This is an optimization exercise on Yosys and OpenROAD, whose aim is small area and a short achievable clock period, not a production implementation.
At most, simulation tests tie the RTL to the original design; equivalence was not proved.
No functional check of the RTL was part of run 1.
Power figures rest on the tool's default switching activity, not on a simulated workload.

## flow/design.v (module list and top-level ports; edited modules follow where they fit)
// module uyvy2rgb_mul: 261 lines
// module uyvy2rgb_acc: 19 lines
// module uyvy2rgb_clamp: 19 lines
// module uyvy_to_rgb_pair_converter: 114 lines
module uyvy_to_rgb_pair_converter (
    input  logic        i_clk,
    input  logic        i_rst_n,
    input  logic        start,
    output logic        busy,
    input  logic [7:0]  i_cb_sample,
    input  logic [7:0]  i_luma_first,
    input  logic [7:0]  i_cr_sample,
    input  logic [7:0]  i_luma_second,
    output logic        o_valid,
    output logic [15:0] o_red_first,
    output logic [15:0] o_green_first,
    output logic [15:0] o_blue_first,
    output logic [15:0] o_red_second,
    output logic [15:0] o_green_second,
    output logic [15:0] o_blue_second
);
  // ...
==> flow/flow/run.sh <==
#!/bin/bash
# Own layout flow: the standard ORFS flow (standard.sh), with the input
# and output port buffers made from a plain buffer cell instead of the
# resizer's default choice. Everything else is the standard flow.
# The full make output goes to flow_make.log in the work folder; ORFS keeps
# each step's own log under orfs/logs/.
set -euo pipefail
export BUFFER_PORTS_ARGS="-buffer_cell sky130_fd_sc_hd__buf_1"
bash standard.sh finish > flow_make.log 2>&1
==> flow/standard.sh <==
#!/bin/bash
# synth_recipe.tcl (not shown) runs the flow's synth.tcl, then flattens the netlist and writes it again
# the make line also repeats each setting of config.mk as NAME=value (left out here)
make -C /OpenROAD-flow-scripts/flow DESIGN_CONFIG=/design/flow/config.mk WORK_HOME=/design/flow/orfs CLKGATE_MAP_FILE= SYNTH_SCRIPT=/design/flow/synth_recipe.tcl "${@:-finish}"
==> flow/config.mk <==
export PLATFORM = sky130hd
export DESIGN_NAME = uyvy_to_rgb_pair_converter
export DESIGN_NICKNAME = uyvy_to_rgb_pair_converter
export VERILOG_FILES = /design/flow/design.v
export SDC_FILE = /design/flow/constraint.sdc
export NUM_CORES = 4
export LEC_CHECK = 0
export CAP_MARGIN = 20
export CORE_MARGIN = 2
export CORE_UTILIZATION = 60
export SETUP_SLACK_MARGIN = 1.0
export SLEW_MARGIN = 20
==> flow/constraint.sdc <==
create_clock -name core_clock -period 5.5 [get_ports {i_clk}]
set_input_delay 1.1000 -clock core_clock [delete_from_list [all_inputs] [get_ports {i_clk}]]
set_output_delay 1.1000 -clock core_clock [all_outputs]
set_load 0.01 [all_outputs]
==> run_results.csv, run 1 <==
group,metric,value,unit
outcome,outcome,"complete, no violations",
pwr,peakVddDrop,396,µV
synthesis,synthAdderAreaFrac,23.3,%
route,wirelength,28.5,mm
placement,portBuffers,132,
job,maxCapViolCount,0,
pwr,comb_power,4.21,mW
floorplanning,dieArea,0.0180,mm²
setup_path,arrival,3560,ps
cells_and_area,reg.largest.list,"u_k.o_data (76), u_in.o_data (32)",
cells_and_area,fin_area,0.0115,mm²
cells_and_area,drive_gt1_share,7.51,%
cells_and_area,finalNonFillerCells,1619,
setup_path,start_kind,"flip-flop",
pwr,leakagePower,5.06,nW
floorplanning,initial_core_util,61.5,%
clock_tree,cts.htree.levels,3,
cells_and_area,sh_seq_area,19.3,%
clock_tree,path_clk_slew,80,ps
clock_tree,numCtsBuffers,9,
grt,grt_pass1_vias,8829,
synthesis,synth_edf_count,0,
setup_path,critPathTopFamily,"buffers and inverters",
grt,overflow,0,
route,final_antenna_net_count,0,
setup_path,reg2reg_from,"u_in.o_data[8]",
placement,dp_hpwl,22.4,mm
synthesis,yosys-top-cells-area,"dfxtp_1 22%, ha_1 13%, fa_1 10%",
pwr,combPwrFrac,69.4,%
pwr,p_sw,2.98,mW
synthesis,syn_avg_cell_area,7.95,µm²
grt,grt_max_degree,32,
route,dr_wl_met2,13.0,mm
synthesis,ys_warn_count,2,
clock_tree,cts_root_buffer,"clkbuf_16",
cells_and_area,multi_input_area_share,66.2,%
cells_and_area,nFlopsAndLatches,110,
pwr,power_density,527,mW/mm²
clock_tree,cts_hold_repair.buffers,0,
floorplanning,rows,47,
cells_and_area,clock_buffers,9,
route,top_layer,"met4",
synthesis,yosysTopAreaCellShare,21.6,%
pwr,p_seq,1.19,mW
cells_and_area,area_growth_syn_to_layout,12.8,%
==> module uyvy2rgb_clamp, before the edit <==
module uyvy2rgb_clamp #(
    parameter int unsigned HW = 9
) (
    input  logic [7:0]                   i_luma,
    input  logic [HW-1:0]                i_hi_a,
    input  logic [HW-1:0]                i_hi_b,
    input  logic                         i_hi_c,
    input  logic [7:0]                   i_lo,
    output logic [uyvy2rgb_pkg::OW-1:0]  o_chan
);
    logic [10:0] n_h;
    logic        n_low;
    logic        n_high;
    assign n_h = 11'(i_luma) + 11'(i_hi_a) + 11'(i_hi_b) + 11'(i_hi_c);
    assign n_low  = (n_h < 11'd256);
    assign n_high = (n_h >= 11'd511);
    assign o_chan[15:8] = n_low ? 8'h00 : (n_high ? 8'hff : n_h[7:0]);
    assign o_chan[7:0]  = (n_low | n_high) ? 8'h00 : i_lo;
endmodule
==> module uyvy_to_rgb_pair_converter, before the edit <==
module uyvy_to_rgb_pair_converter (
    input  logic        i_clk,
    input  logic        i_rst_n,
    input  logic        start,
    output logic        busy,
    input  logic [7:0]  i_cb_sample,
    input  logic [7:0]  i_luma_first,
    input  logic [7:0]  i_cr_sample,
    input  logic [7:0]  i_luma_second,
    output logic        o_valid,
    output logic [15:0] o_red_first,
    output logic [15:0] o_green_first,
    output logic [15:0] o_blue_first,
    output logic [15:0] o_red_second,
    output logic [15:0] o_green_second,
    output logic [15:0] o_blue_second
);
    logic        accept;
    logic        v_in;
    logic [7:0]  cb;
    logic [7:0]  y0;
    logic [7:0]  cr;
    logic [7:0]  y1;
    logic [7:0]  q_y0;
    logic [7:0]  q_y1;
    logic [16:0] n_red_k;
    logic [16:0] q_red_k;
    logic [7:0] n_green_lo;
    logic [7:0] q_green_lo;
    logic        n_green_c;
    logic        q_green_c;
    logic [9:0] n_green_s;
    logic [9:0] q_green_s;
    logic [9:0] n_green_t;
    logic [9:0] q_green_t;
    logic [16:0] n_blue_k;
    logic [16:0] q_blue_k;
    assign busy   = ~i_rst_n;
    assign accept = start & ~busy;
    uyvy2rgb_acc #(.W(32)) u_in (
        .i_clk   (i_clk),
        .i_rst_n (i_rst_n),
        .i_valid (accept),
        .i_data  ({i_cb_sample, i_luma_first, i_cr_sample, i_luma_second}),
        .o_valid (v_in),
        .o_data  ({cb, y0, cr, y1})
    );
    uyvy2rgb_mul u_mul (
        .i_cb_sample (cb),
        .i_cr_sample (cr),
        .o_red_k (n_red_k),
        .o_green_lo (n_green_lo),
        .o_green_c (n_green_c),
        .o_green_s (n_green_s),
        .o_green_t (n_green_t),
        .o_blue_k (n_blue_k)
    );
    uyvy2rgb_acc #(.W(79)) u_k (
        .i_clk   (i_clk),
        .i_rst_n (i_rst_n),
        .i_valid (v_in),
        .i_data  ({n_red_k, n_green_lo, n_green_c, n_green_s, n_green_t, n_blue_k, y0, y1}),
        .o_valid (o_valid),
        .o_data  ({q_red_k, q_green_lo, q_green_c, q_green_s, q_green_t, q_blue_k, q_y0, q_y1})
    );
    uyvy2rgb_clamp #(.HW(9)) u_r0 (
        .i_luma (q_y0),
        .i_hi_a (q_red_k[16:8]),
        .i_hi_b (9'd0),
        .i_hi_c (1'b0),
        .i_lo   (q_red_k[7:0]),
        .o_chan (o_red_first)
    );
    uyvy2rgb_clamp #(.HW(10)) u_g0 (
        .i_luma (q_y0),
        .i_hi_a (q_green_s),
        .i_hi_b (q_green_t),
        .i_hi_c (q_green_c),
        .i_lo   (q_green_lo),
        .o_chan (o_green_first)
    );
    uyvy2rgb_clamp #(.HW(9)) u_b0 (
        .i_luma (q_y0),
        .i_hi_a (q_blue_k[16:8]),
        .i_hi_b (9'd0),
        .i_hi_c (1'b0),
        .i_lo   (q_blue_k[7:0]),
        .o_chan (o_blue_first)
    );
    uyvy2rgb_clamp #(.HW(9)) u_r1 (
        .i_luma (q_y1),
        .i_hi_a (q_red_k[16:8]),
        .i_hi_b (9'd0),
        .i_hi_c (1'b0),
        .i_lo   (q_red_k[7:0]),
        .o_chan (o_red_second)
    );
    uyvy2rgb_clamp #(.HW(10)) u_g1 (
        .i_luma (q_y1),
        .i_hi_a (q_green_s),
        .i_hi_b (q_green_t),
        .i_hi_c (q_green_c),
        .i_lo   (q_green_lo),
        .o_chan (o_green_second)
    );
    uyvy2rgb_clamp #(.HW(9)) u_b1 (
        .i_luma (q_y1),
        .i_hi_a (q_blue_k[16:8]),
        .i_hi_b (9'd0),
        .i_hi_c (1'b0),
        .i_lo   (q_blue_k[7:0]),
        .o_chan (o_blue_second)
    );
endmodule
==> inputs of run 2 (changes only) <==
--- a/flow/design.v
+++ b/flow/design.v
@@ -1,20 +1,17 @@
 package uyvy2rgb_pkg;
     localparam int unsigned OW = 16;
     localparam logic [OW-1:0] FULL_SCALE = 16'd65280;
 endpackage
 module uyvy2rgb_mul (
     input  logic [7:0]  i_cb_sample,
     input  logic [7:0]  i_cr_sample,
     output logic [16:0] o_red_k,
-    output logic [7:0] o_green_lo,
-    output logic        o_green_c,
-    output logic [9:0] o_green_s,
-    output logic [9:0] o_green_t,
+    output logic [16:0] o_green_k,
     output logic [16:0] o_blue_k
 );
     logic [7:0] cb;
     logic [7:0] cr;
     assign cb = i_cb_sample;
     assign cr = i_cr_sample;
     logic [3:0] a_red_0;
     logic [24:0] t_red_0;
@@ -190,26 +187,19 @@
     assign r_green_m0 = ({1'b0, t_green_0} & {1'b0, t_green_1}) | ({1'b0, t_green_0} & {1'b0, t_green_2}) | ({1'b0, t_green_1} & {1'b0, t_green_2});
     assign r_green_c0 = {r_green_m0[23:0], 1'b0};
     logic [24:0] r_green_s1;
     logic [24:0] r_green_m1;
     logic [24:0] r_green_c1;
     assign r_green_s1 = r_green_s0 ^ r_green_c0 ^ {1'b0, t_green_3};
     assign r_green_m1 = (r_green_s0 & r_green_c0) | (r_green_s0 & {1'b0, t_green_3}) | (r_green_c0 & {1'b0, t_green_3});
     assign r_green_c1 = {r_green_m1[23:0], 1'b0};
-    logic [24:0] q_green_s;
-    logic [24:0] q_green_t;
-    assign q_green_s = r_green_s1;
-    assign q_green_t = r_green_c1;
-    logic [15:0] n_green_lo;
-    assign n_green_lo = {1'b0, q_green_s[14:0]} + {1'b0, q_green_t[14:0]};
-    assign o_green_lo = n_green_lo[14:7];
-    assign o_green_c = n_green_lo[15];
-    assign o_green_s = q_green_s[24:15];
-    assign o_green_t = q_green_t[24:15];
+    logic [24:0] n_green;
+    assign n_green = r_green_s1 + r_green_c1;
+    assign o_green_k = n_green[23:7];
     logic [3:0] a_blue_0;
     logic [23:0] t_blue_0;
     assign a_blue_0 = cb[3:0];
     assign t_blue_0[0] = (a_blue_0[0] & ~a_blue_0[1] & ~a_blue_0[2] & ~a_blue_0[3]) | (a_blue_0[0] & a_blue_0[1] & ~a_blue_0[2] & ~a_blue_0[3]) | (a_blue_0[0] & ~a_blue_0[1] & a_blue_0[2] & ~a_blue_0[3]) | (a_blue_0[0] & a_blue_0[1] & a_blue_0[2] & ~a_blue_0[3]) | (a_blue_0[0] & ~a_blue_0[1] & ~a_blue_0[2] & a_blue_0[3]) | (a_blue_0[0] & a_blue_0[1] & ~a_blue_0[2] & a_blue_0[3]) | (a_blue_0[0] & ~a_blue_0[1] & a_blue_0[2] & a_blue_0[3]) | (a_blue_0[0] & a_blue_0[1] & a_blue_0[2] & a_blue_0[3]);
     assign t_blue_0[1] = (~a_blue_0[0] & a_blue_0[1] & ~a_blue_0[2] & ~a_blue_0[3]) | (a_blue_0[0] & a_blue_0[1] & ~a_blue_0[2] & ~a_blue_0[3]) | (~a_blue_0[0] & a_blue_0[1] & a_blue_0[2] & ~a_blue_0[3]) | (a_blue_0[0] & a_blue_0[1] & a_blue_0[2] & ~a_blue_0[3]) | (~a_blue_0[0] & a_blue_0[1] & ~a_blue_0[2] & a_blue_0[3]) | (a_blue_0[0] & a_blue_0[1] & ~a_blue_0[2] & a_blue_0[3]) | (~a_blue_0[0] & a_blue_0[1] & a_blue_0[2] & a_blue_0[3]) | (a_blue_0[0] & a_blue_0[1] & a_blue_0[2] & a_blue_0[3]);
     assign t_blue_0[2] = (~a_blue_0[0] & ~a_blue_0[1] & a_blue_0[2] & ~a_blue_0[3]) | (a_blue_0[0] & ~a_blue_0[1] & a_blue_0[2] & ~a_blue_0[3]) | (~a_blue_0[0] & a_blue_0[1] & a_blue_0[2] & ~a_blue_0[3]) | (a_blue_0[0] & a_blue_0[1] & a_blue_0[2] & ~a_blue_0[3]) | (~a_blue_0[0] & ~a_blue_0[1] & a_blue_0[2] & a_blue_0[3]) | (a_blue_0[0] & ~a_blue_0[1] & a_blue_0[2] & a_blue_0[3]) | (~a_blue_0[0] & a_blue_0[1] & a_blue_0[2] & a_blue_0[3]) | (a_blue_0[0] & a_blue_0[1] & a_blue_0[2] & a_blue_0[3]);
     assign t_blue_0[3] = (~a_blue_0[0] & ~a_blue_0[1] & ~a_blue_0[2] & ~a_blue_0[3]) | (a_blue_0[0] & ~a_blue_0[1] & ~a_blue_0[2] & ~a_blue_0[3]) | (~a_blue_0[0] & a_blue_0[1] & ~a_blue_0[2] & ~a_blue_0[3]) | (a_blue_0[0] & a_blue_0[1] & ~a_blue_0[2] & ~a_blue_0[3]) | (~a_blue_0[0] & ~a_blue_0[1] & a_blue_0[2] & ~a_blue_0[3]) | (a_blue_0[0] & ~a_blue_0[1] & a_blue_0[2] & ~a_blue_0[3]) | (~a_blue_0[0] & a_blue_0[1] & a_blue_0[2] & ~a_blue_0[3]) | (a_blue_0[0] & a_blue_0[1] & a_blue_0[2] & ~a_blue_0[3]);
     assign t_blue_0[4] = (a_blue_0[0] & ~a_blue_0[1] & ~a_blue_0[2] & ~a_blue_0[3]) | (a_blue_0[0] & a_blue_0[1] & ~a_blue_0[2] & ~a_blue_0[3]) | (a_blue_0[0] & ~a_blue_0[1] & a_blue_0[2] & ~a_blue_0[3]) | (a_blue_0[0] & a_blue_0[1] & a_blue_0[2] & ~a_blue_0[3]) | (~a_blue_0[0] & ~a_blue_0[1] & ~a_blue_0[2] & a_blue_0[3]) | (~a_blue_0[0] & a_blue_0[1] & ~a_blue_0[2] & a_blue_0[3]) | (~a_blue_0[0] & ~a_blue_0[1] & a_blue_0[2] & a_blue_0[3]) | (~a_blue_0[0] & a_blue_0[1] & a_blue_0[2] & a_blue_0[3]);
@@ -277,30 +267,58 @@
         if (!i_rst_n) begin
             o_valid <= 1'b0;
         end else begin
             o_valid <= i_valid;
         end
         o_data <= i_data;
     end
 endmodule
-module uyvy2rgb_clamp #(
-    parameter int unsigned HW = 9
+module uyvy2rgb_clamp (
+    input  logic [7:0]                   i_luma,
+    input  logic [8:0]                   i_hi,
+    input  logic [7:0]                   i_lo,
+    output logic [uyvy2rgb_pkg::OW-1:0]  o_chan
+);
+    logic       n_carry;
+    logic [7:0] n_sum;
+    logic       n_all_prop;
+    logic       n_low;
+    logic       n_high;
+    assign {n_carry, n_sum} = {1'b0, i_luma} + {1'b0, i_hi[7:0]};
+    assign n_all_prop = &(i_luma ^ i_hi[7:0]);
+    assign n_low  = ~i_hi[8] & ~n_carry;
+    assign n_high = i_hi[8] & (n_carry | n_all_prop);
+    assign o_chan[15:8] = n_low ? 8'h00 : (n_high ? 8'hff : n_sum);
+    assign o_chan[7:0]  = (n_low | n_high) ? 8'h00 : i_lo;
+endmodule
+module uyvy2rgb_clamp_cs #(
+    parameter int unsigned HW = 10
 ) (
     input  logic [7:0]                   i_luma,
     input  logic [HW-1:0]                i_hi_a,
     input  logic [HW-1:0]                i_hi_b,
     input  logic                         i_hi_c,
     input  logic [7:0]                   i_lo,
     output logic [uyvy2rgb_pkg::OW-1:0]  o_chan
 );
+    logic [10:0] n_x;
+    logic [10:0] n_y;
+    logic [10:0] n_z;
+    logic [10:0] n_s;
+    logic [10:0] n_m;
     logic [10:0] n_h;
     logic        n_low;
     logic        n_high;
-    assign n_h = 11'(i_luma) + 11'(i_hi_a) + 11'(i_hi_b) + 11'(i_hi_c);
+    assign n_x = 11'(i_luma);
+    assign n_y = 11'(i_hi_a);
+    assign n_z = 11'(i_hi_b);
+    assign n_s = n_x ^ n_y ^ n_z;
+    assign n_m = (n_x & n_y) | (n_x & n_z) | (n_y & n_z);
+    assign n_h = n_s + {n_m[9:0], 1'b0} + 11'(i_hi_c);
     assign n_low  = (n_h < 11'd256);
     assign n_high = (n_h >= 11'd511);
     assign o_chan[15:8] = n_low ? 8'h00 : (n_high ? 8'hff : n_h[7:0]);
     assign o_chan[7:0]  = (n_low | n_high) ? 8'h00 : i_lo;
 endmodule
 module uyvy_to_rgb_pair_converter (
     input  logic        i_clk,
     input  logic        i_rst_n,
@@ -323,95 +341,74 @@
     logic [7:0]  cb;
     logic [7:0]  y0;
     logic [7:0]  cr;
     logic [7:0]  y1;
     logic [7:0]  q_y0;
     logic [7:0]  q_y1;
     logic [16:0] n_red_k;
     logic [16:0] q_red_k;
-    logic [7:0] n_green_lo;
-    logic [7:0] q_green_lo;
-    logic        n_green_c;
-    logic        q_green_c;
-    logic [9:0] n_green_s;
-    logic [9:0] q_green_s;
-    logic [9:0] n_green_t;
-    logic [9:0] q_green_t;
+    logic [16:0] n_green_k;
+    logic [16:0] q_green_k;
     logic [16:0] n_blue_k;
     logic [16:0] q_blue_k;
     assign busy   = ~i_rst_n;
     assign accept = start & ~busy;
     uyvy2rgb_acc #(.W(32)) u_in (
         .i_clk   (i_clk),
         .i_rst_n (i_rst_n),
         .i_valid (accept),
         .i_data  ({i_cb_sample, i_luma_first, i_cr_sample, i_luma_second}),
         .o_valid (v_in),
         .o_data  ({cb, y0, cr, y1})
     );
     uyvy2rgb_mul u_mul (
         .i_cb_sample (cb),
         .i_cr_sample (cr),
         .o_red_k (n_red_k),
-        .o_green_lo (n_green_lo),
-        .o_green_c (n_green_c),
-        .o_green_s (n_green_s),
-        .o_green_t (n_green_t),
+        .o_green_k (n_green_k),
         .o_blue_k (n_blue_k)
     );
-    uyvy2rgb_acc #(.W(79)) u_k (
+    uyvy2rgb_acc #(.W(67)) u_k (
         .i_clk   (i_clk),
         .i_rst_n (i_rst_n),
         .i_valid (v_in),
-        .i_data  ({n_red_k, n_green_lo, n_green_c, n_green_s, n_green_t, n_blue_k, y0, y1}),
+        .i_data  ({n_red_k, n_green_k, n_blue_k, y0, y1}),
         .o_valid (o_valid),
-        .o_data  ({q_red_k, q_green_lo, q_green_c, q_green_s, q_green_t, q_blue_k, q_y0, q_y1})
+        .o_data  ({q_red_k, q_green_k, q_blue_k, q_y0, q_y1})
     );
-    uyvy2rgb_clamp #(.HW(9)) u_r0 (
+    uyvy2rgb_clamp u_r0 (
         .i_luma (q_y0),
-        .i_hi_a (q_red_k[16:8]),
-        .i_hi_b (9'd0),
-        .i_hi_c (1'b0),
+        .i_hi   (q_red_k[16:8]),
         .i_lo   (q_red_k[7:0]),
         .o_chan (o_red_first)
     );
-    uyvy2rgb_clamp #(.HW(10)) u_g0 (
+    uyvy2rgb_clamp u_g0 (
         .i_luma (q_y0),
-        .i_hi_a (q_green_s),
-        .i_hi_b (q_green_t),
-        .i_hi_c (q_green_c),
-        .i_lo   (q_green_lo),
+        .i_hi   (q_green_k[16:8]),
+        .i_lo   (q_green_k[7:0]),
         .o_chan (o_green_first)
     );
-    uyvy2rgb_clamp #(.HW(9)) u_b0 (
+    uyvy2rgb_clamp u_b0 (
         .i_luma (q_y0),
-        .i_hi_a (q_blue_k[16:8]),
-        .i_hi_b (9'd0),
-        .i_hi_c (1'b0),
+        .i_hi   (q_blue_k[16:8]),
         .i_lo   (q_blue_k[7:0]),
         .o_chan (o_blue_first)
     );
-    uyvy2rgb_clamp #(.HW(9)) u_r1 (
+    uyvy2rgb_clamp u_r1 (
         .i_luma (q_y1),
-        .i_hi_a (q_red_k[16:8]),
-        .i_hi_b (9'd0),
-        .i_hi_c (1'b0),
+        .i_hi   (q_red_k[16:8]),
         .i_lo   (q_red_k[7:0]),
         .o_chan (o_red_second)
     );
-    uyvy2rgb_clamp #(.HW(10)) u_g1 (
+    uyvy2rgb_clamp u_g1 (
         .i_luma (q_y1),
-        .i_hi_a (q_green_s),
-        .i_hi_b (q_green_t),
-        .i_hi_c (q_green_c),
-        .i_lo   (q_green_lo),
+        .i_hi   (q_green_k[16:8]),
+        .i_lo   (q_green_k[7:0]),
         .o_chan (o_green_second)
     );
-    uyvy2rgb_clamp #(.HW(9)) u_b1 (
+    uyvy2rgb_clamp u_b1 (
         .i_luma (q_y1),
-        .i_hi_a (q_blue_k[16:8]),
-        .i_hi_b (9'd0),
-        .i_hi_c (1'b0),
+        .i_hi   (q_blue_k[16:8]),
         .i_lo   (q_blue_k[7:0]),
         .o_chan (o_blue_second)
     );
 endmodule
==> flow/config.mk (replaced) <==
export PLATFORM = sky130hd
export DESIGN_NAME = uyvy_to_rgb_pair_converter
export DESIGN_NICKNAME = uyvy_to_rgb_pair_converter
export VERILOG_FILES = /design/flow/design.v
export SDC_FILE = /design/flow/constraint.sdc
export NUM_CORES = 4
export LEC_CHECK = 0
export CAP_MARGIN = 20
export CORE_MARGIN = 2
export CORE_UTILIZATION = 40
export SLEW_MARGIN = 20
==> run 2 against run 1 <==
  * Still clean on timing, DRC and antenna
  * Global-route usage decreased by 11 points
  * Sequential share of layout area is 0.46 points lower
  * Die area increased by 41%
  * Via count fell by 11%
  * Combinational power is 26% lower
  * Largest power group unchanged
==> run_results.csv, run 2 <==
group,metric,value,unit
outcome,outcome,"complete, no violations",
route,drt_iter0_drc,735,
cells_and_area,largest_reg_flops,67,
setup_path,arrival,5110,ps
grt,grt_pass1_vias,7879,
setup_path,r2r_end,"u_k.o_data[48]",
timing,maxSlewViolCount,0,
timing,worstMarginPinSlew,787,ps
timing,skew,13.3,ps
synthesis,async_reset_ff_share,0,%
synthesis,syn_nets,1385,
grt,overflow,0,
timing,final_hold_viol_count,0,
timing,fin_crit,4820,ps
timing,timing.fmax,0.207,GHz
floorplanning,rows,56,
timing,max_slew_margin,46.9,%
synthesis,ys.flop_type,"dfxtp_1",
setup_path,cp.required,5790,ps
timing,finalCritPeriodShare,87.6,%
route,via_count,8642,
synthesis,ys_warn_count,2,
placement,dpl_cell_area,0.0104,mm²
setup_path,rrSetupSlack,680,ps
setup_path,endpoint_kind,"flip-flop",
synthesis,yosys-top-cells-count,"137 x a21oi_1, 113 x ha_1, 101 x dfxtp_1",
clock_tree,cts_tree,"done",
timing,fin_tns_setup,0,ps
pwr,leakagePower,4.66,nW
clock_tree,cts_root_buffer,"clkbuf_16",
placement,place_congestion,0.898,
synthesis,synth_edf_count,0,
grt,antenna_found_initial,0,
setup_path,ff2ff_path_depth,15,
worst_hold_path,hold_path_class,"flip-flop to flip-flop",
clock_tree,post_cts_resized,0,
route,wirelength,26.0,mm
cells_and_area,reg.largest.list,"u_k.o_data (67), u_in.o_data (32)",
setup_path,startpoint,"u_in.o_data[9]",
floorplanning,dieArea,0.0254,mm²
synthesis,yosys.cell_types.count,70,
placement,portBuffers,132,
cells_and_area,fin_area,0.0107,mm²
grt,grtUsageTotal,20.3,%
clock_tree,clockBufferDepth,2,
job,maxCapViolCount,0,
cells_and_area,n_antenna_cell,0,
route,final_antenna_net_count,0,
route,drc,0,
setup_path,crit_fanout,17,
timing,setup_viol,0,
clock_tree,cts_setup_buffers,0,
clock_tree,cts.sinks,101,
clock_tree,cts.htree.levels,3,
cells_and_area,regMostFlops,"u_k.o_data",
cells_and_area,nNetsFinal,1487,
synthesis,ys_seq_area_share,20.9,%
cells_and_area,final_cell_mix,"137 x a21oi_1, 132 x buf_1, 113 x ha_1, 101 x dfxtp_1, 86 x nand2_1",
cells_and_area,final_common_cell,"a21oi_1",
floorplanning,die_x,159,µm
synthesis,yosys-top-cells-area,"dfxtp_1 21%, ha_1 15%, fa_1 7.3%",
floorplanning,initial_core_util,40.9,%
timing,rsz0062_at_grt,"false",
floorplanning,core-area,0.0236,mm²
clock_tree,cts_hold_repair.buffers,0,
grt,grt_max_degree,35,
clock_tree,numCtsBuffers,9,
pwr,power_density,450,mW/mm²
synthesis,synth.most_common_cell,"a21oi_1",
synthesis,yosysTopAreaCellShare,20.9,%
setup_path,start_kind,"flip-flop",
route,avgRoutedWirePerCell,16.0,µm
setup_path,critical_path_class,"flip-flop to flip-flop",
route,first_pass_iters,5,
clock_tree,path_clk_slew,90,ps
setup_path,timing.critical_path.to,"u_k.o_data[48]",
floorplanning,io_pins,133,
setup_path,reg2reg_from,"u_in.o_data[9]",
synthesis,synth_cells,1202,
synthesis,syn_area,0.00965,mm²
grt,grt_pass1_wl,41.5,mm
synthesis,synth_largest_area_cell,"dfxtp_1",
placement,dp_hpwl,21.2,mm
cells_and_area,area_growth_syn_to_layout,11.1,%
clock_tree,clkLatencyLatePin,370,ps
synthesis,syn_avg_cell_area,8.03,µm²
pwr,peakVddDrop,273,µV
route,viasPerCell,5.31,
floorplanning,fp.dieH,159,µm
cells_and_area,drive_gt1_share,3.97,%
synthesis,synth-seq-cells,101,
==> run 2: changes by cell type after synthesis, moves of 15 or more <==
| cell | delta |
|---|---|
| nand4_1 | +15 |
| nand2_1 | -45 |
| xor2_1 | +15 |
| o21ai_0 | -39 |
| nor3_1 | -32 |
| a21oi_1 | +38 |
| nor2_1 | -21 |
| and2_1 | +44 |
| fa_1 | -16 |
==> run 2: cell families after synthesis <==
logic type,after synthesis,share of synthesized area (%)
adders and majority gates,149,22.0
muxes,3,0.311
DFF,101,20.9
buffers and inverters,133,5.26
AOI/OAI and AO/OA,383,25.0
and+or+nand+nor,325,16.6
xor gates and xnor gates,108,9.88
==> run 2: report_power, final <==
part           switching [mW]  leakage [nW]  internal, mW
Clock                   0.331         0.145         0.319
Sequential              0.144         0.852         0.920
Combinational            1.83          3.66          1.29
==> run 2: routing by layer <==
layer / track usage (%) / share of wire (%) / up-vias
li1: - / - / 4435
met3: 2.76 / 4.4 / 29
met4: 5.87 / 2.1 / 0
met5: 0 / 0 / -
met2: 32.6 / 45 / 237
met1: 28.4 / 49 / 3941
==> run 2: critical path, cell delays in order, from the launching register on <==
cell	delay [ps]
dfxtp_1	710
inv_2	200
nor2_1	220
o21ai_0	150
a22oi_1	200
a21boi_0	420
inv_1	110
fa_1	490
inv_1	50
fa_1	390
ha_1	390
nand3_1	130
a2111oi_0	640
o21ai_0	270
a21o_1	220
a21oi_1	130
==> run 2: final cells by class <==
| cell class | instances | area, µm² |
|---|---|---|
| Clock inverter | 7 | 67.6 |
| Clock buffer | 9 | 225 |
| Fill cell | 2411 | 12900 |
| Timing Repair Buffer | 144 | 586 |
| Inverter | 80 | 300 |
| Multi-Input combinational cell | 968 | 7120 |
| Sequential cell | 101 | 2020 |
| Tap cell | 319 | 399 |
==> run 2: how the worst min path moves through the flow <==
stage / startpoint / end / slack (ps) / depth (start not counted)
2_1_floorplan: u_in.o_data[0] / u_k.o_data[0] / 310 / 0
3_3_place_gp: u_in.o_data[17] / u_k.o_data[9] / 310 / 0
3_5_place_dp: u_in.o_data[0] / u_k.o_data[0] / 310 / 0
4_1_cts: u_in.o_data[0] / u_k.o_data[0] / 330 / 0
5_1_grt: u_in.o_data[1] / u_k.o_data[1] / 340 / 0
6_report: u_in.o_data[20] / u_k.o_data[12] / 330 / 0
==> run 2: through the flow <==
step	std cells	setup slack [ps]	power, mW	hold slack, ps	util [%]
floorplan	1202	1450	3.34	310	-
global placement	1612	977	4.15	311	44.2
detailed placement	1612	891	4.18	313	44.2
CTS	1628	836	4.85	331	45.4
global route	1628	274	5.28	336	45.4
finish	1628	680	4.83	331	45.4
==> inputs of run 3 (changes only) <==
--- a/flow/config.mk
+++ b/flow/config.mk
@@ -8,4 +8,5 @@
 export CAP_MARGIN = 20
 export CORE_MARGIN = 2
-export CORE_UTILIZATION = 40
+export CORE_UTILIZATION = 55
+export SETUP_SLACK_MARGIN = 0.8
 export SLEW_MARGIN = 20
==> run 3 against run 2 <==
  * Synthesized area unchanged
  * Largest cell class unchanged
  * Cell area decreased by 1.1%
  * Still clean
  * Largest power group unchanged
  * Clock-buffer cell count unchanged
  * Sequential share of layout area up 0.28 points
  * Die area shrank 27%
  * Hold slack got worse by 2.9 ps
  * Total power decreased by 0.66%
  * Combinational power barely moved
  * Critical endpoint is now u_k.o_data[42]
  * First-iteration DRC count fell by 14%
  * Sequential power about the same
==> run_results.csv, run 3 <==
group,metric,value,unit
synthesis,syn_avg_cell_area,8.03,µm²
clock_tree,clockBufferDepth,2,
route,first_pass_iters,7,
clock_tree,clkLatencyLatePin,370,ps
cells_and_area,n_antenna_cell,0,
synthesis,synth_largest_area_cell,"dfxtp_1",
grt,grtUsageTotal,26.5,%
setup_path,critical_path_class,"flip-flop to flip-flop",
pwr,leakagePower,4.65,nW
clock_tree,path_clk_slew,80,ps
setup_path,cp.required,5780,ps
cells_and_area,final_common_cell,"a21oi_1",
timing,setup_viol,0,
floorplanning,initial_core_util,56.0,%
synthesis,ys_seq_area_share,20.9,%
setup_path,critPathSlowestCell,"dfxtp_2",
route,via_count,8658,
route,final_antenna_net_count,0,
clock_tree,cts.sinks,101,
floorplanning,core-area,0.0172,mm²
route,avgRoutedWirePerCell,15.9,µm
timing,fin_crit,4350,ps
pwr,p_sw_share,47.4,%
pwr,seqPwrFrac,22.3,%
timing,final_hold_viol_count,0,
outcome,outcome,"complete, no violations",
timing,max_slew_margin,44.7,%
floorplanning,rows,48,
grt,grt_pass1_vias,7565,
synthesis,synth_cells,1202,
timing,worstMarginPinSlew,819,ps
job,maxCapViolCount,0,
clock_tree,numCtsBuffers,9,
route,drc,0,
timing,maxSlewViolCount,0,
synthesis,syn_area,0.00965,mm²
floorplanning,fp.dieH,136,µm
route,wirelength,24.3,mm
setup_path,endpoint_kind,"flip-flop",
floorplanning,dieArea,0.0186,mm²
clock_tree,cts_root_buffer,"clkbuf_16",
setup_path,critPathTopFamily,"compound AO/OA/AOI/OAI gates",
grt,overflow,0,
synthesis,synth.most_common_cell,"a21oi_1",
pwr,power_frac_clock,13.4,%
route,viasPerCell,5.65,
cells_and_area,nNetsFinal,1485,
pwr,power_density,452,mW/mm²
synthesis,ys_warn_count,2,
floorplanning,die_x,136,µm
setup_path,worst-path-buf-inv,3,
pwr,combPwrFrac,64.3,%
pwr,peakVddDrop,317,µV
synthesis,async_reset_ff_share,0,%
placement,place_congestion,0.912,
worst_hold_path,hold_path_class,"flip-flop to flip-flop",
setup_path,crit_fanout,17,
cells_and_area,drive_gt1_share,4.36,%
cells_and_area,reg.largest.list,"u_k.o_data (67), u_in.o_data (32)",
timing,fin_hold_ws,328,ps
placement,dp_hpwl,19.8,mm
synthesis,yosys.cell_types.count,70,
pwr,p_sw,2.28,mW
synthesis,synth-seq-cells,101,
synthesis,yosys-top-cells-area,"dfxtp_1 21%, ha_1 15%, fa_1 7.3%",
grt,antenna_found_initial,0,
clock_tree,cts.htree.levels,3,
grt,grt_pass1_wl,38.5,mm
grt,grt_max_degree,29,
cells_and_area,area_growth_syn_to_layout,9.85,%
timing,fin_tns_setup,0,ps
route,drt_iter0_drc,630,
timing,skew,14.7,ps
cells_and_area,final_cell_mix,"137 x a21oi_1, 132 x buf_1, 113 x ha_1, 95 x dfxtp_1, 86 x nand2_1",
cells_and_area,regMostFlops,"u_k.o_data",
synthesis,ys.flop_type,"dfxtp_1",
setup_path,cp_cell_sequence,"inv_2, nor2_1, o21ai_0, a22oi_1, a21boi_0, inv_1, fa_1, inv_1, fa_1, ha_1, a22o_1, nor4_1, a21oi_1, a21oi_1, xnor2_1",
timing,rsz0062_at_grt,"false",
timing,finalCritPeriodShare,79.1,%
cells_and_area,finalNonFillerCells,1532,
clock_tree,cts_tree,"done",
pwr,p_int,2.52,mW
setup_path,slowest_delay,520,ps
synthesis,yosys-top-cells-count,"137 x a21oi_1, 113 x ha_1, 101 x dfxtp_1",
placement,placedCellCount,1516,
synthesis,synth_edf_count,0,
placement,portBuffers,132,
setup_path,start_kind,"flip-flop",
synthesis,syn_nets,1385,
timing,timing.fmax,0.230,GHz
floorplanning,io_pins,133,
clock_tree,cts_setup_buffers,0,
setup_path,arrival,4630,ps
cells_and_area,largest_reg_flops,67,
synthesis,yosysTopAreaCellShare,20.9,%
[run 3: cell families after synthesis]
group / count (synthesis) / share of synthesized area [%]
buffers and inverters: 133 / 5.26
and+or+nand+nor: 325 / 16.6
adders and majority gates: 149 / 22.0
xor gates and xnor gates: 108 / 9.88
muxes: 3 / 0.311
AOI/OAI and AO/OA: 383 / 25.0
DFF: 101 / 20.9
[run 3: final cells by class]
class                           count  area [µm²]
Clock inverter                      7        67.6
Inverter                           80         300
Tap cell                          225         282
Clock buffer                        9         225
Sequential cell                   101        2030
Fill cell                        1639        6630
Timing Repair Buffer              142         571
Multi-Input combinational cell    968        7130
[run 3: metrics by stage]
stage                     setup slack, ps  total power, mW  utilization [%]  area [µm²]
after floorplan                      1450             3.34                -        9650
after global placement                923             4.12             59.7       10300
after detailed placement              771             4.15             59.7       10300
after CTS                             866             4.81             61.5       10600
after global routing                  845             5.28             61.5       10600
final                                1150             4.80             61.5       10600
[run 3: repair_timing]
action                                  4_1_cts  5_1_grt
resized for setup                             2        6
endpoints found under the setup margin        2        9
gates cloned                                  0        0
hold buffers                                  0        0
[run 3: worst paths after layout]
| path | start | to | slack (ps) | cells after the start |
|---|---|---|---|---|
| setup / recovery | u_in.o_data[9] | u_k.o_data[42] | 1150 | 15 |
| hold / removal | u_in.o_data[20] | u_k.o_data[12] | 330 | 0 |
| setup reg to reg | u_in.o_data[9] | u_k.o_data[42] | 1150 | 15 |
| hold reg to reg | u_in.o_data[20] | u_k.o_data[12] | 330 | 0 |
[run 3: per-layer routing]
layer  vias up  GRT usage (%)  part of all wire, %
met3        42           4.36                  5.6
li1       4435              -                    -
met4         0           8.74                  2.9
met2       273           40.8                   43
met1      3908           37.5                   48
met5         -              0                    0
[run 3: power groups by stage]
stage	combinational, mW	sequential [mW]	clock (mW)
2_1_floorplan	2.34	0.997	0
3_3_place_gp	3.04	1.08	0
3_5_place_dp	3.07	1.08	0
4_1_cts	3.08	1.07	0.663
5_1_grt	3.51	1.09	0.688
6_report	3.09	1.07	0.643
==> inputs of run 4 (changes only) <==
--- a/flow/config.mk
+++ b/flow/config.mk
@@ -9,4 +9,4 @@
 export CORE_MARGIN = 2
 export CORE_UTILIZATION = 55
-export SETUP_SLACK_MARGIN = 0.8
+export SETUP_SLACK_MARGIN = 2.2
 export SLEW_MARGIN = 20
==> run 4 against run 3 <==
  * Via count is 14% higher
  * Die area stayed put
  * Sequential cell count stayed put
==> run_results.csv, run 4 <==
group,metric,value,unit
floorplanning,die_x,136,µm
route,viasPerCell,5.96,
setup_path,cpMostUsedCell,"fa_1",
setup_path,cp_cell_sequence,"inv_8, nor2_4, o21ai_2, a22oi_2, o31ai_2, fa_1, inv_2, fa_1, ha_4, and3_4, nand4_1, a2111oi_4, o21ai_1, a21o_1, a21oi_1",
outcome,outcome,"complete, no violations",
route,via_count,9838,
synthesis,syn_nets,1385,
synthesis,yosys-top-cells-count,"137 x a21oi_1, 113 x ha_1, 101 x dfxtp_1",
cells_and_area,regMostFlops,"u_k.o_data",
cells_and_area,final_cell_mix,"91 x buf_4, 86 x ha_1, 75 x dfxtp_1, 72 x nand2_1, 70 x a21oi_1",
synthesis,yosys-top-cells-area,"dfxtp_1 21%, ha_1 15%, fa_1 7.3%",
pwr,leakagePower,5.90,nW
synthesis,ys.flop_type,"dfxtp_1",
cells_and_area,final_util,79.0,%
cells_and_area,area_growth_syn_to_layout,41.0,%
cells_and_area,nNetsFinal,1605,
timing,rsz0062_at_grt,"true",
timing,maxSlewViolCount,0,
setup_path,r2r_end,"u_k.o_data[48]",
placement,place_congestion,0.924,
cells_and_area,largest_reg_flops,67,
clock_tree,clkLatencyLatePin,370,ps
timing,max_slew_margin,59.8,%
cells_and_area,n_antenna_cell,0,
synthesis,synth_largest_area_cell,"dfxtp_1",
setup_path,critical_path_class,"flip-flop to flip-flop",
floorplanning,fp.dieH,136,µm
synthesis,yosys.cell_types.count,70,
timing,worstMarginPinSlew,602,ps
grt,overflow,0,
setup_path,reg2reg_from,"u_in.o_data[9]",
timing,timing.fmax,0.269,GHz
worst_hold_path,holdPathEnd,"u_k.o_data[0]",
synthesis,synth-seq-cells,101,
synthesis,syn_avg_cell_area,8.03,µm²
cells_and_area,fillCellCount,1113,
setup_path,slowest_delay,510,ps
timing,setup_viol,0,
synthesis,yosysTopAreaCellShare,20.9,%
clock_tree,cts_hold_repair.buffers,0,
route,first_pass_iters,6,
setup_path,ff2ff_path_depth,15,
setup_path,endpoint_kind,"flip-flop",
route,wirelength,31.4,mm
setup_path,cp.required,5790,ps
timing,finalCritPeriodShare,67.5,%
worst_hold_path,min_from,"u_in.o_data[0]",
clock_tree,cts_tree,"done",
grt,antenna_found_initial,0,
setup_path,rrSetupSlack,1790,ps
floorplanning,dieArea,0.0186,mm²
synthesis,ys_warn_count,2,
route,drc,0,
worst_hold_path,hold_path_class,"flip-flop to flip-flop",
timing,final_hold_viol_count,0,
floorplanning,rows,48,
route,final_antenna_net_count,0,
setup_path,crit_fanout,6,
grt,grt_pass1_vias,8581,
grt,grt_pass1_wl,44.3,mm
pwr,peakVddDrop,443,µV
timing,fin_tns_setup,0,ps
clock_tree,numCtsBuffers,9,
setup_path,arrival,4010,ps
placement,dp_hpwl,20.0,mm
clock_tree,cts.htree.levels,3,
timing,skew,15.2,ps
synthesis,ys_seq_area_share,20.9,%
cells_and_area,seq_area,0.00210,mm²
setup_path,critPathTopFamily,"adder cells",
floorplanning,io_pins,133,
synthesis,syn_area,0.00965,mm²
clock_tree,cts_root_buffer,"clkbuf_16",
floorplanning,core-area,0.0172,mm²
floorplanning,initial_core_util,56.0,%
setup_path,start_kind,"flip-flop",
clock_tree,clockBufferDepth,2,
setup_path,critPathSlowestCell,"fa_1",
worst_hold_path,min_path_cells,0,
timing,timing.final.ws_setup,1790,ps
grt,grt_max_degree,23,
placement,portBuffers,132,
grt,grtUsageTotal,30.5,%
synthesis,synth.most_common_cell,"a21oi_1",
synthesis,async_reset_ff_share,0,%
placement,pre_cts_ws,1220,ps
setup_path,worst-path-buf-inv,2,
synthesis,synth_edf_count,0,
setup_path,cp_num_cells,15,
synthesis,synth_cells,1202,
clock_tree,path_clk_slew,80,ps
timing,fin_crit,3710,ps
cells_and_area,drive_gt1_share,38.7,%
cells_and_area,reg.largest.list,"u_k.o_data (67), u_in.o_data (32)",
pwr,power_density,471,mW/mm²
route,drt_iter0_drc,787,
cells_and_area,final_common_cell,"buf_4",
cells_and_area,multi_input_area,0.00862,mm²
job,maxCapViolCount,0,
clock_tree,cts.sinks,101,
route,avgRoutedWirePerCell,19.0,µm
[run 4: cell types whose count changed in the layout (fill, tap and decap cells not counted), sizes merged]
cell	before	now
buf	142	260
bufbuf	0	1
clkbuf	9	12
clkinv	7	3
clkinvlp	0	4
inv	80	78
[run 4: repair_timing]
item | in CTS | in global routing
buffers inserted | 77 | 46
cloned | 1 | 0
gates resized for setup | 353 | 191
pin swaps | 80 | 104
endpoints found under the setup margin | 131 | 125
[run 4: worst max-delay path by stage]
stage | startpoint | to | slack, ps
floorplan | u_in.o_data[9] | u_k.o_data[48] | 2080
global placement | u_in.o_data[27] | u_k.o_data[48] | 1310
detailed placement | u_in.o_data[27] | u_k.o_data[48] | 1220
CTS | u_in.o_data[26] | u_k.o_data[49] | 1900
global route | u_in.o_data[26] | u_k.o_data[48] | 1670
finish | u_in.o_data[9] | u_k.o_data[48] | 1790
[run 4: cells by family after synthesis]
group	count (synthesis)	share of synthesized area [%]
adder cells (fa/ha/maj)	149	22.0
AND/OR/NAND/NOR	325	16.6
XOR/XNOR	108	9.88
buffers and inverters	133	5.26
multiplexers	3	0.311
flip-flops	101	20.9
AO/OA/AOI/OAI	383	25.0
[run 4: cell type report]
cell class	instances	area share [%]
Timing Repair Buffer	262	14.4
Tap cell	225	2.07
Multi-Input combinational cell	968	63.3
Sequential cell	101	15.4
Clock inverter	5	0.331
Inverter	80	2.52
Clock buffer	11	1.87
[run 4: metrics by stage]
step	hold slack [ps]	area (µm²)	instances	total power [mW]
floorplan	310	9930	1202	3.41
global placement	310	10400	1512	4.18
detailed placement	312	10400	1512	4.22
CTS	327	12500	1606	5.60
global route	331	13600	1652	6.84
finish	328	13600	1652	6.41
[run 4: routing by layer]
layer | up-vias | part of all wire (%) | GRT usage, %
li1 | 4676 | - | -
met1 | 4646 | 43 | 40.5
met2 | 428 | 48 | 51.0
met3 | 88 | 6.2 | 4.74
met4 | 0 | 3.6 | 8.74
met5 | - | 0 | 0
[run 4: worst register-to-register path: stages (launching register included)]
cell and delay, ps:
dfxtp_4 430, inv_8 70, nor2_4 120, o21ai_2 80
a22oi_2 160, o31ai_2 110, fa_1 510, inv_2 50
fa_1 500, ha_4 310, and3_4 190, nand4_1 240
a2111oi_4 420, o21ai_1 160, a21o_1 180, a21oi_1 120
[run 4: power breakdown]
| part | internal, mW | switching [mW] | leakage, nW |
|---|---|---|---|
| clock | 0.344 | 0.316 | 0.149 |
| sequential | 0.924 | 0.184 | 0.858 |
| combinational | 2.27 | 2.38 | 4.89 |
==> inputs of run 5 (changes only) <==
--- a/flow/config.mk
+++ b/flow/config.mk
@@ -6,7 +6,8 @@
 export NUM_CORES = 4
 export LEC_CHECK = 0
+export ABC_AREA = 1
 export CAP_MARGIN = 20
 export CORE_MARGIN = 2
 export CORE_UTILIZATION = 55
-export SETUP_SLACK_MARGIN = 2.2
+export SETUP_SLACK_MARGIN = 1.5
 export SLEW_MARGIN = 20
==> run 5 against run 4 <==
  * Register-to-register slack got worse by 90 ps
  * Sequential power fell by 5%
  * Combinational power fell by 27%
  * Die area rose by 5.9%
  * Sequential cell count did not move
  * Worst setup slack got worse by 93 ps
  * Via count rose by 7.2%
==> run_results.csv, run 5 <==
group,metric,value,unit
outcome,outcome,"complete, no violations",
floorplanning,die_x,140,µm
setup_path,cp_cell_sequence,"inv_2, nand2_2, nor2_1, nor2_2, o211ai_1, nor2_1, fa_1, inv_1, fa_1, ha_1, a21oi_1, o21ai_0, a21o_1, a21oi_1, o21bai_1, xor2_1",
floorplanning,initial_core_util,56.5,%
cells_and_area,regMostFlops,"u_k.o_data",
placement,placedCellCount,1849,
worst_hold_path,hold_path_class,"flip-flop to flip-flop",
clock_tree,cts.sinks,101,
floorplanning,fp.dieH,140,µm
grt,antenna_found_initial,0,
timing,setup_viol,0,
synthesis,synth_edf_count,0,
placement,place_congestion,1.00,
grt,overflow,0,
timing,skew,12.8,ps
synthesis,yosysTopAreaCellShare,19.7,%
cells_and_area,area_growth_syn_to_layout,11.5,%
cells_and_area,drive_gt1_share,7.80,%
synthesis,synth-seq-cells,101,
floorplanning,core-area,0.0181,mm²
cells_and_area,nNetsFinal,1819,
setup_path,critical_path_class,"flip-flop to flip-flop",
synthesis,ys.flop_type,"dfxtp_1",
synthesis,synth_largest_area_cell,"dfxtp_1",
timing,worstMarginPinSlew,597,ps
synthesis,syn_avg_cell_area,6.78,µm²
pwr,leakagePower,5.70,nW
cells_and_area,final_common_cell,"nand2_1",
setup_path,slowest_delay,480,ps
route,drc,0,
setup_path,start_kind,"flip-flop",
clock_tree,cts_root_buffer,"clkbuf_16",
synthesis,ys_warn_count,2,
placement,dp_hpwl,24.5,mm
cells_and_area,n_antenna_cell,0,
timing,fin_crit,3810,ps
setup_path,cp.required,5740,ps
cells_and_area,largest_reg_flops,67,
clock_tree,path_clk_slew,80,ps
cells_and_area,final_util,63.0,%
grt,grt_max_degree,22,
timing,fin_tns_setup,0,ps
clock_tree,numCtsBuffers,9,
synthesis,ys_seq_area_share,19.7,%
setup_path,crit_fanout,7,
synthesis,async_reset_ff_share,0,%
synthesis,yosys.cell_types.count,50,
pwr,power_density,447,mW/mm²
setup_path,arrival,4050,ps
setup_path,worst-path-buf-inv,2,
clock_tree,clkLatencyLatePin,360,ps
grt,grtUsageTotal,29.7,%
synthesis,syn_area,0.0102,mm²
cells_and_area,reg.largest.list,"u_k.o_data (67), u_in.o_data (32)",
floorplanning,dieArea,0.0197,mm²
timing,final_hold_viol_count,0,
grt,grt_pass1_wl,47.0,mm
synthesis,synth.most_common_cell,"nand2_1",
grt,grt_pass1_vias,9467,
synthesis,yosys-top-cells-area,"dfxtp_1 20%, ha_1 14%, nand2_1 9.7%",
setup_path,critPathSlowestCell,"fa_1",
route,wirelength,29.6,mm
setup_path,critPathTopFamily,"adder cells",
route,avgRoutedWirePerCell,15.8,µm
clock_tree,cts.htree.levels,3,
pwr,peakVddDrop,255,µV
clock_tree,cts_hold_repair.buffers,0,
route,final_antenna_net_count,0,
cells_and_area,final_cell_mix,"258 x nand2_1, 206 x inv_1, 198 x nor2_1, 139 x a21oi_1, 132 x buf_1",
job,maxCapViolCount,0,
timing,finalCritPeriodShare,69.2,%
floorplanning,rows,49,
synthesis,synth_cells,1512,
clock_tree,clockBufferDepth,2,
clock_tree,cts_tree,"done",
placement,portBuffers,132,
timing,rsz0062_at_grt,"true",
synthesis,yosys-top-cells-count,"265 x nand2_1, 210 x inv_1, 206 x nor2_1",
route,via_count,10500,
route,viasPerCell,5.64,
route,drt_iter0_drc,919,
setup_path,rrSetupSlack,1690,ps
timing,timing.fmax,0.263,GHz
timing,max_slew_margin,59.7,%
floorplanning,io_pins,133,
timing,maxSlewViolCount,0,
route,first_pass_iters,6,
cells_and_area,finalNonFillerCells,1870,
synthesis,syn_nets,1695,
setup_path,endpoint_kind,"flip-flop",
run 5: cell count changes in the layout (fill, tap and decap cells not counted), sizes merged, moves of 20 or more:
| cell | delta |
|---|---|
| inv | +146 |
| nor3 | +20 |
| buf | -123 |
| nand2 | +197 |
| a21o | -23 |
| nor2 | +129 |
| nand3 | +37 |
| and2 | -53 |
| xnor2 | -52 |
run 5: cells by family (layout without fill, tap and decap cells):
kind of cell               Yosys count  in the layout  share of synthesized area, %
AOI/OAI and AO/OA                  303            303                          17.1
xor gates and xnor gates            74             74                          6.33
adders and majority gates          148            148                          20.6
buffers and inverters              248            377                          9.38
DFF                                101            101                          19.7
and+or+nand+nor                    638            638                          26.8
run 5: timing repair:
item,CTS,global route
pin swaps,0,2
setup buffers,0,5
resized for setup,8,55
endpoints found under the setup margin,12,65
run 5: through the flow:
stage               hold slack (ps)  area [µm²]  worst slack, ps  total power, mW
global placement                310       10900             1280             4.34
CTS                             331       11200             1490             5.05
global route                    338       11400             1440             5.61
detailed placement              313       10900             1260             4.38
floorplan                       310       10200             2020             3.47
finish                          330       11400             1690             5.11
run 5: layout make-up:
cell class | count | area (µm²)
Sequential cell | 101 | 2060
Clock inverter | 7 | 72.6
Clock buffer | 9 | 225
Fill cell | 1698 | 6720
Inverter | 224 | 850
Multi-Input combinational cell | 1163 | 7400
Tap cell | 229 | 287
Timing Repair Buffer | 137 | 533
run 5: worst register-to-register path, delay by kind of cell, from the launching register on:
kind                     cells  cell delay, ps
flip-flops                   1             360
adder cells (fa/ha/maj)      3            1340
AO/OA/AOI/OAI                6             990
XOR/XNOR                     1             160
buffers and inverters        2             240
AND/OR/NAND/NOR              4             590
run 5: final timing paths:
kind,startpoint,endpoint,cells after the start
max,u_in.o_data[9],u_k.o_data[43],16
min,u_in.o_data[21],u_k.o_data[13],0
max reg2reg,u_in.o_data[9],u_k.o_data[43],16
min reg2reg,u_in.o_data[21],u_k.o_data[13],0
run 5: where the power goes:
group | internal, mW | switching, mW | leakage, nW
logic | 1.25 | 2.16 | 4.70
clock network | 0.319 | 0.328 | 0.146
registers | 0.922 | 0.132 | 0.854
run 5: routing by layer:
layer  vias up  global-route usage, %  wire length, µm
li1       5251                      -                -
met1      4725                   39.8            13300
met2       499                   48.8            13100
met3        72                   5.57             2340
met4         0                   9.11              810
met5         -                      0                0
==> inputs of run 6 (changes only) <==
--- a/flow/config.mk
+++ b/flow/config.mk
@@ -6,8 +6,7 @@
 export NUM_CORES = 4
 export LEC_CHECK = 0
-export ABC_AREA = 1
 export CAP_MARGIN = 20
 export CORE_MARGIN = 2
 export CORE_UTILIZATION = 55
-export SETUP_SLACK_MARGIN = 1.5
+export SETUP_SLACK_MARGIN = 1.8
 export SLEW_MARGIN = 20
==> run 6 against run 5 <==
  * Hold slack got worse by 1.1 ps
  * Utilization rose by 7.2 points
  * Register-to-register slack improved by 50 ps
  * Clock-buffer cell count did not move
  * Sequential power barely moved
  * Critical endpoint is now u_k.o_data[48]
  * Highest routed layer unchanged
  * Final cell count fell by 14%
  * Still clean
==> run_results.csv, run 6 <==
group,metric,value,unit
outcome,outcome,"complete, no violations",
clock_tree,numCtsBuffers,9,
timing,max_slew_margin,58.6,%
job,maxCapViolCount,0,
cells_and_area,final_common_cell,"buf_1",
synthesis,synthAdderAreaFrac,22.0,%
timing,setup_viol,0,
setup_path,endpoint_kind,"flip-flop",
timing,rsz0062_at_grt,"true",
synthesis,synth_cells,1202,
floorplanning,die_x,136,µm
setup_path,r2r_end,"u_k.o_data[48]",
grt,met1_usage,38.2,%
cells_and_area,regMostFlops,"u_k.o_data",
placement,portBuffers,132,
floorplanning,fp.dieH,136,µm
synthesis,synth_compound_area_share,25.0,%
worst_hold_path,min_from,"u_in.o_data[1]",
cells_and_area,fillCellCount,1419,
floorplanning,initial_core_util,56.0,%
route,first_pass_iters,7,
timing,fin_crit,3760,ps
grt,grt_pass1_vias,8218,
timing,maxSlewViolCount,0,
synthesis,syn_area,0.00965,mm²
route,via_count,9252,
clock_tree,cts_tree,"done",
synthesis,synth.most_common_cell,"a21oi_1",
floorplanning,core-area,0.0172,mm²
clock_tree,clockBufferDepth,2,
setup_path,rrSetupSlack,1740,ps
route,final_antenna_net_count,0,
grt,use_met2,46.1,%
route,wirelength,27.6,mm
grt,grtUsageTotal,28.2,%
setup_path,cp.required,5800,ps
setup_path,crit_fanout,3,
synthesis,syn_nets,1385,
cells_and_area,final_cell_mix,"127 x buf_1, 116 x a21oi_1, 104 x ha_1, 81 x dfxtp_1, 79 x nand2_1",
worst_hold_path,hold_path_class,"flip-flop to flip-flop",
timing,finalCritPeriodShare,68.3,%
worst_hold_path,holdPathEnd,"u_k.o_data[1]",
cells_and_area,largest_reg_flops,67,
clock_tree,cts.sinks,101,
route,drt_iter0_drc,690,
grt,grt_max_degree,24,
synthesis,yosys.cell_types.count,70,
timing,timing.fmax,0.266,GHz
synthesis,synth-seq-cells,101,
synthesis,ys_warn_count,2,
synthesis,synthXorXnorAreaFrac,9.88,%
grt,antenna_found_initial,0,
synthesis,synth_top_family_by_area,"compound AO/OA/AOI/OAI gates",
synthesis,async_reset_ff_share,0,%
grt,grt_pass1_wl,41.4,mm
synthesis,yosys-top-cells-area,"dfxtp_1 21%, ha_1 15%, fa_1 7.3%",
cells_and_area,n_antenna_cell,0,
grt,met3_usage,4.03,%
placement,place_congestion,0.963,
setup_path,ff2ff_path_depth,17,
synthesis,yosys-top-cells-count,"137 x a21oi_1, 113 x ha_1, 101 x dfxtp_1",
route,avgRoutedWirePerCell,17.2,µm
synthesis,ys.flop_type,"dfxtp_1",
setup_path,arrival,4050,ps
synthesis,yosysTopAreaCellShare,20.9,%
clock_tree,path_clk_slew,70,ps
cells_and_area,drive_gt1_share,19.8,%
grt,top_usage_layer,"met2",
setup_path,critical_path_class,"flip-flop to flip-flop",
timing,fin_tns_setup,0,ps
cells_and_area,area_growth_syn_to_layout,25.3,%
synthesis,synth_edf_count,0,
cells_and_area,fin_area,0.0121,mm²
cells_and_area,reg.largest.list,"u_k.o_data (67), u_in.o_data (32)",
synthesis,ys_seq_area_share,20.9,%
worst_hold_path,min_path_cells,0,
pwr,power_density,448,mW/mm²
floorplanning,dieArea,0.0186,mm²
timing,skew,19.2,ps
synthesis,synth_largest_area_cell,"dfxtp_1",
cells_and_area,nNetsFinal,1561,
synthesis,synth-simple-area-share,16.6,%
clock_tree,cts_root_buffer,"clkbuf_16",
pwr,peakVddDrop,368,µV
clock_tree,cts_hold_repair.buffers,0,
pwr,leakagePower,5.18,nW
floorplanning,rows,48,
timing,worstMarginPinSlew,611,ps
grt,overflow,0,
setup_path,reg2reg_from,"u_in.o_data[28]",
synthesis,synth_mux_area_share,0.311,%
synthesis,syn_avg_cell_area,8.03,µm²
placement,dpl_cell_area,0.0103,mm²
clock_tree,cts.htree.levels,3,
floorplanning,io_pins,133,
clock_tree,clkLatencyLatePin,380,ps
route,drc,0,
setup_path,start_kind,"flip-flop",
placement,dp_hpwl,19.8,mm
route,viasPerCell,5.75,
timing,final_hold_viol_count,0,
## run 6: cells by family (layout without fill, tap and decap cells)
group,after synthesis,count (layout)
compound gates,383,383
simple gates,325,325
fa+ha+maj,149,149
buf+inv,133,314
xor+xnor,108,108
flops,101,101
mux,3,3
## run 6: what timing repair did
action,4_1_cts,5_1_grt
cloned,1,0
endpoints found under the setup margin,87,111
resized for setup,128,106
setup buffers,47,30
endpoints found under the hold margin,0,0
pin swaps,28,30
## run 6: final cells by class
type                       instances  area, µm²  share of cell area (%)
clock buffer                       9        225                    1.86
clock inverter                     7       72.6                   0.600
inverter                          80        339                    2.80
multi-input combinational        968       7830                    64.7
sequential                       101       2070                    17.1
tap                              225        282                    2.33
timing repair buffer             218       1280                    10.6
## run 6: metal layers
layer,vias to the layer above,routed length [µm]
met5,-,0
met4,0,661
met3,49,1420
met2,341,13000
met1,4262,12600
li1,4600,-
## run 6: report_power, final
group | switching, mW | internal [mW] | total [mW] | leakage, nW
Sequential | 0.149 | 0.920 | 1.07 | 0.855
Combinational | 2.07 | 1.63 | 3.70 | 4.18
Clock | 0.334 | 0.319 | 0.654 | 0.146
## run 6: worst max-delay path by stage
| stage | startpoint | endpoint | slack, ps | depth (start not counted) |
|---|---|---|---|---|
| after global placement | u_in.o_data[9] | u_k.o_data[44] | 1050 | 15 |
| after detailed placement | u_in.o_data[9] | u_k.o_data[49] | 930 | 15 |
| after global routing | u_in.o_data[26] | u_k.o_data[46] | 1610 | 17 |
| after floorplan | u_in.o_data[28] | u_k.o_data[48] | 1800 | 16 |
| after CTS | u_in.o_data[28] | u_k.o_data[48] | 1800 | 16 |
| final | u_in.o_data[28] | u_k.o_data[48] | 1740 | 17 |
## run 6: worst max-delay path: stages, from the launching register on
cell,delay [ps]
dfxtp_2,340
buf_12,110
clkinvlp_4,150
nor2_4,130
nand2_1,160
o21ai_4,110
nor2_2,70
fa_1,500
inv_1,50
fa_1,510
ha_4,320
and3_4,200
nand4_1,100
buf_6,160
a2111oi_4,340
o21ai_2,110
a21o_1,170
a21oi_1,120
## run 6: stage by stage
step / power [mW] / worst slack [ps] / utilization, % / hold WS (ps) / std cells
after global placement: 4.12 / 1050 / 59.7 / 310 / 1514
after CTS: 5.01 / 1800 / 66.2 / 331 / 1578
final: 5.42 / 1740 / 70.2 / 329 / 1608
after floorplan: 3.34 / 1800 / - / 310 / 1202
after detailed placement: 4.16 / 933 / 59.7 / 312 / 1514
after global routing: 5.88 / 1610 / 70.2 / 333 / 1608
==> inputs of run 7 (changes only) <==
--- a/flow/config.mk
+++ b/flow/config.mk
@@ -6,7 +6,8 @@
 export NUM_CORES = 4
 export LEC_CHECK = 0
+export ABC_AREA = 1
 export CAP_MARGIN = 20
 export CORE_MARGIN = 2
 export CORE_UTILIZATION = 55
-export SETUP_SLACK_MARGIN = 1.8
+export SETUP_SLACK_MARGIN = 2.0
 export SLEW_MARGIN = 20
==> run 7 against run 6 <==
  * Still clean on timing, DRC and antenna
  * Fmax rose by 4.7%
  * Critical path depth unchanged
  * Global-route usage up 3.0 points
  * Hold slack lost 3.2 ps
  * Synthesized area rose by 6.1%
  * Sequential share of layout area shrank 1.3 points
  * Combinational power rose by 16%
  * First-iteration DRC count up 55%
  * Critical path type unchanged
==> run_results.csv, run 7 <==
group,metric,value,unit
outcome,outcome,"complete, no violations",
timing,worstMarginPinSlew,638,ps
synthesis,synth_largest_area_cell,"dfxtp_1",
synthesis,synth-seq-cells,101,
timing,timing.final.ws_setup,1910,ps
grt,grtUsageTotal,31.2,%
route,wirelength,34.4,mm
setup_path,cp.required,5790,ps
cells_and_area,final_common_cell,"nand2_1",
pwr,power_density,454,mW/mm²
timing,timing.fmax,0.279,GHz
synthesis,ys.flop_type,"dfxtp_1",
timing,final_hold_viol_count,0,
clock_tree,cts.sinks,101,
synthesis,yosys-top-cells-area,"dfxtp_1 20%, ha_1 14%, nand2_1 9.7%",
cells_and_area,area_growth_syn_to_layout,29.5,%
clock_tree,cts.htree.levels,3,
worst_hold_path,min_from,"u_in.o_data[21]",
grt,grt_pass1_vias,9754,
placement,pre_cts_ws,1260,ps
synthesis,syn_area,0.0102,mm²
synthesis,yosysTopAreaCellShare,19.7,%
timing,fin_tns_setup,0,ps
setup_path,crit_fanout,8,
floorplanning,rows,49,
floorplanning,io_pins,133,
synthesis,yosys.cell_types.count,50,
route,drt_iter0_drc,1071,
clock_tree,path_clk_slew,80,ps
setup_path,reg2reg_from,"u_in.o_data[28]",
placement,placedCellCount,1849,
timing,finalCritPeriodShare,65.2,%
clock_tree,cts_root_buffer,"clkbuf_16",
timing,setup_viol,0,
floorplanning,fp.dieH,140,µm
clock_tree,clkLatencyLatePin,370,ps
job,maxCapViolCount,0,
floorplanning,initial_core_util,56.5,%
cells_and_area,largest_reg_flops,67,
cells_and_area,final_cell_mix,"234 x nand2_1, 185 x inv_1, 146 x nor2_1, 114 x a21oi_1, 85 x ha_1",
synthesis,synth.most_common_cell,"nand2_1",
floorplanning,dieArea,0.0197,mm²
timing,rsz0062_at_grt,"true",
clock_tree,clockBufferDepth,2,
route,via_count,11400,
placement,dp_hpwl,24.5,mm
cells_and_area,nNetsFinal,1901,
grt,grt_max_degree,20,
route,avgRoutedWirePerCell,17.6,µm
route,first_pass_iters,6,
setup_path,critical_path_class,"flip-flop to flip-flop",
grt,antenna_found_initial,0,
timing,max_slew_margin,56.9,%
route,viasPerCell,5.85,
setup_path,startpoint,"u_in.o_data[28]",
synthesis,synth_cells,1512,
cells_and_area,finalNonFillerCells,1952,
floorplanning,die_x,140,µm
cells_and_area,n_antenna_cell,0,
worst_hold_path,hold_path_class,"flip-flop to flip-flop",
floorplanning,core-area,0.0181,mm²
setup_path,arrival,3880,ps
synthesis,ys_seq_area_share,19.7,%
cells_and_area,regMostFlops,"u_k.o_data",
clock_tree,cts_tree,"done",
route,drc,0,
cells_and_area,drive_gt1_share,26.9,%
grt,overflow,0,
grt,grt_pass1_wl,49.4,mm
synthesis,async_reset_ff_share,0,%
synthesis,yosys-top-cells-count,"265 x nand2_1, 210 x inv_1, 206 x nor2_1",
placement,portBuffers,132,
pwr,peakVddDrop,248,µV
route,final_antenna_net_count,0,
cells_and_area,reg.largest.list,"u_k.o_data (67), u_in.o_data (32)",
cells_and_area,fillCellCount,1411,
timing,maxSlewViolCount,0,
synthesis,syn_avg_cell_area,6.78,µm²
setup_path,start_kind,"flip-flop",
synthesis,synth_edf_count,0,
placement,place_congestion,1.00,
setup_path,endpoint_kind,"flip-flop",
pwr,leakagePower,6.40,nW
timing,skew,13.9,ps
timing,fin_crit,3590,ps
clock_tree,numCtsBuffers,9,
synthesis,ys_warn_count,2,
synthesis,syn_nets,1695,
-- run 7: logic make-up after synthesis --
family	count (synthesis)	share of synthesized area, %
adders and majority gates	148	20.6
and+or+nand+nor	638	26.8
buffers and inverters	248	9.38
xor gates and xnor gates	74	6.33
DFF	101	19.7
AOI/OAI and AO/OA	303	17.1
-- run 7: final cells by class --
cell class	count	area (µm²)	area share, %
multi-input combinational	1166	8460	63.8
tap	229	287	2.16
timing repair buffer	216	1230	9.29
sequential	101	2100	15.8
clock buffer	9	225	1.70
clock inverter	7	72.6	0.547
inverter	224	887	6.69
-- run 7: repair_timing --
item / CTS / global route
buffers inserted: 18 / 66
cloned: 1 / 2
gates resized for setup: 201 / 228
hold buffers: 0 / 0
pin swaps: 14 / 64
endpoints found under the setup margin: 113 / 113
-- run 7: worst max-delay path: stages (launching register included) --
cell and delay [ps]:
dfxtp_4 400, buf_8 150, nor3_4 180, inv_2 60, nor2_1 130, inv_1 120, nand2_2 100, nor4_4 40
fa_1 500, inv_1 50, fa_1 500, ha_4 340, nand2_1 90, o21ai_2 180, a21o_1 190, a21oi_2 60
o21bai_1 200, xor2_1 190
-- run 7: metal layers --
metal	up-vias	track usage, %	wire length (µm)
li1	5437	-	-
met1	5252	41.7	14400
met2	608	52.7	16200
met3	118	4.96	2550
met4	0	8.37	1260
met5	-	0	0
-- run 7: metrics by stage --
stage | power [mW] | util, % | area, µm² | hold slack [ps]
final | 6.02 | 73.1 | 13300 | 326
after CTS | 5.32 | 66.0 | 12000 | 329
after global routing | 6.48 | 73.1 | 13300 | 334
after floorplan | 3.47 | - | 10200 | 310
after global placement | 4.34 | 60.1 | 10900 | 310
after detailed placement | 4.38 | 60.1 | 10900 | 313
-- run 7: power breakdown --
group / switching [mW] / internal (mW) / leakage, nW / total (mW)
combinational: 2.56 / 1.74 / 5.39 / 4.30
clock: 0.329 / 0.319 / 0.146 / 0.649
sequential: 0.153 / 0.924 / 0.858 / 1.08
-- run 7: worst paths after layout --
| path | to | slack, ps | cells past startpoint |
|---|---|---|---|
| setup / recovery | u_k.o_data[43] | 1910 | 17 |
| hold / removal | u_k.o_data[13] | 330 | 0 |
| setup reg to reg | u_k.o_data[43] | 1910 | 17 |
| hold reg to reg | u_k.o_data[13] | 330 | 0 |

port drivers added, routing unchanged:
How much do the figures lean on ideal ports? The routed layouts below were timed once more, with nothing changed but the port constraints. Step 1 assumes that a clkbuf_16 drives the clock port and a buf_2 every other input. Step 2 times the ports against the registers' clock, not the clock port: input delays grow and output delays shrink by t, the midpoint of the rising clock arrivals with the driver on. Slacks: ideal ports / drivers / drivers and shift; pairs: ideal ports / drivers.
run | t, ns | slack for setup (ns) | clock arrival spread, ns | worst data-port slew with drivers (ns)
run 1 | 0.406 | 0.842 / 0.798 / 1.204 | 0.010 / 0.010 | 0.05
run 2 | 0.406 | 0.680 / 0.680 / 0.680 | 0.014 / 0.014 | 0.04
run 3 | 0.405 | 1.150 / 1.150 / 1.150 | 0.016 / 0.016 | 0.05
run 4 | 0.408 | 1.787 / 1.787 / 1.787 | 0.016 / 0.016 | 0.05
run 5 | 0.405 | 1.694 / 1.674 / 1.694 | 0.013 / 0.013 | 0.06
run 6 | 0.412 | 1.742 / 1.742 / 1.742 | 0.019 / 0.020 | 0.05
run 7 | 0.408 | 1.911 / 1.911 / 1.911 | 0.015 / 0.014 | 0.06
After both steps setup and hold are still met in every run listed.
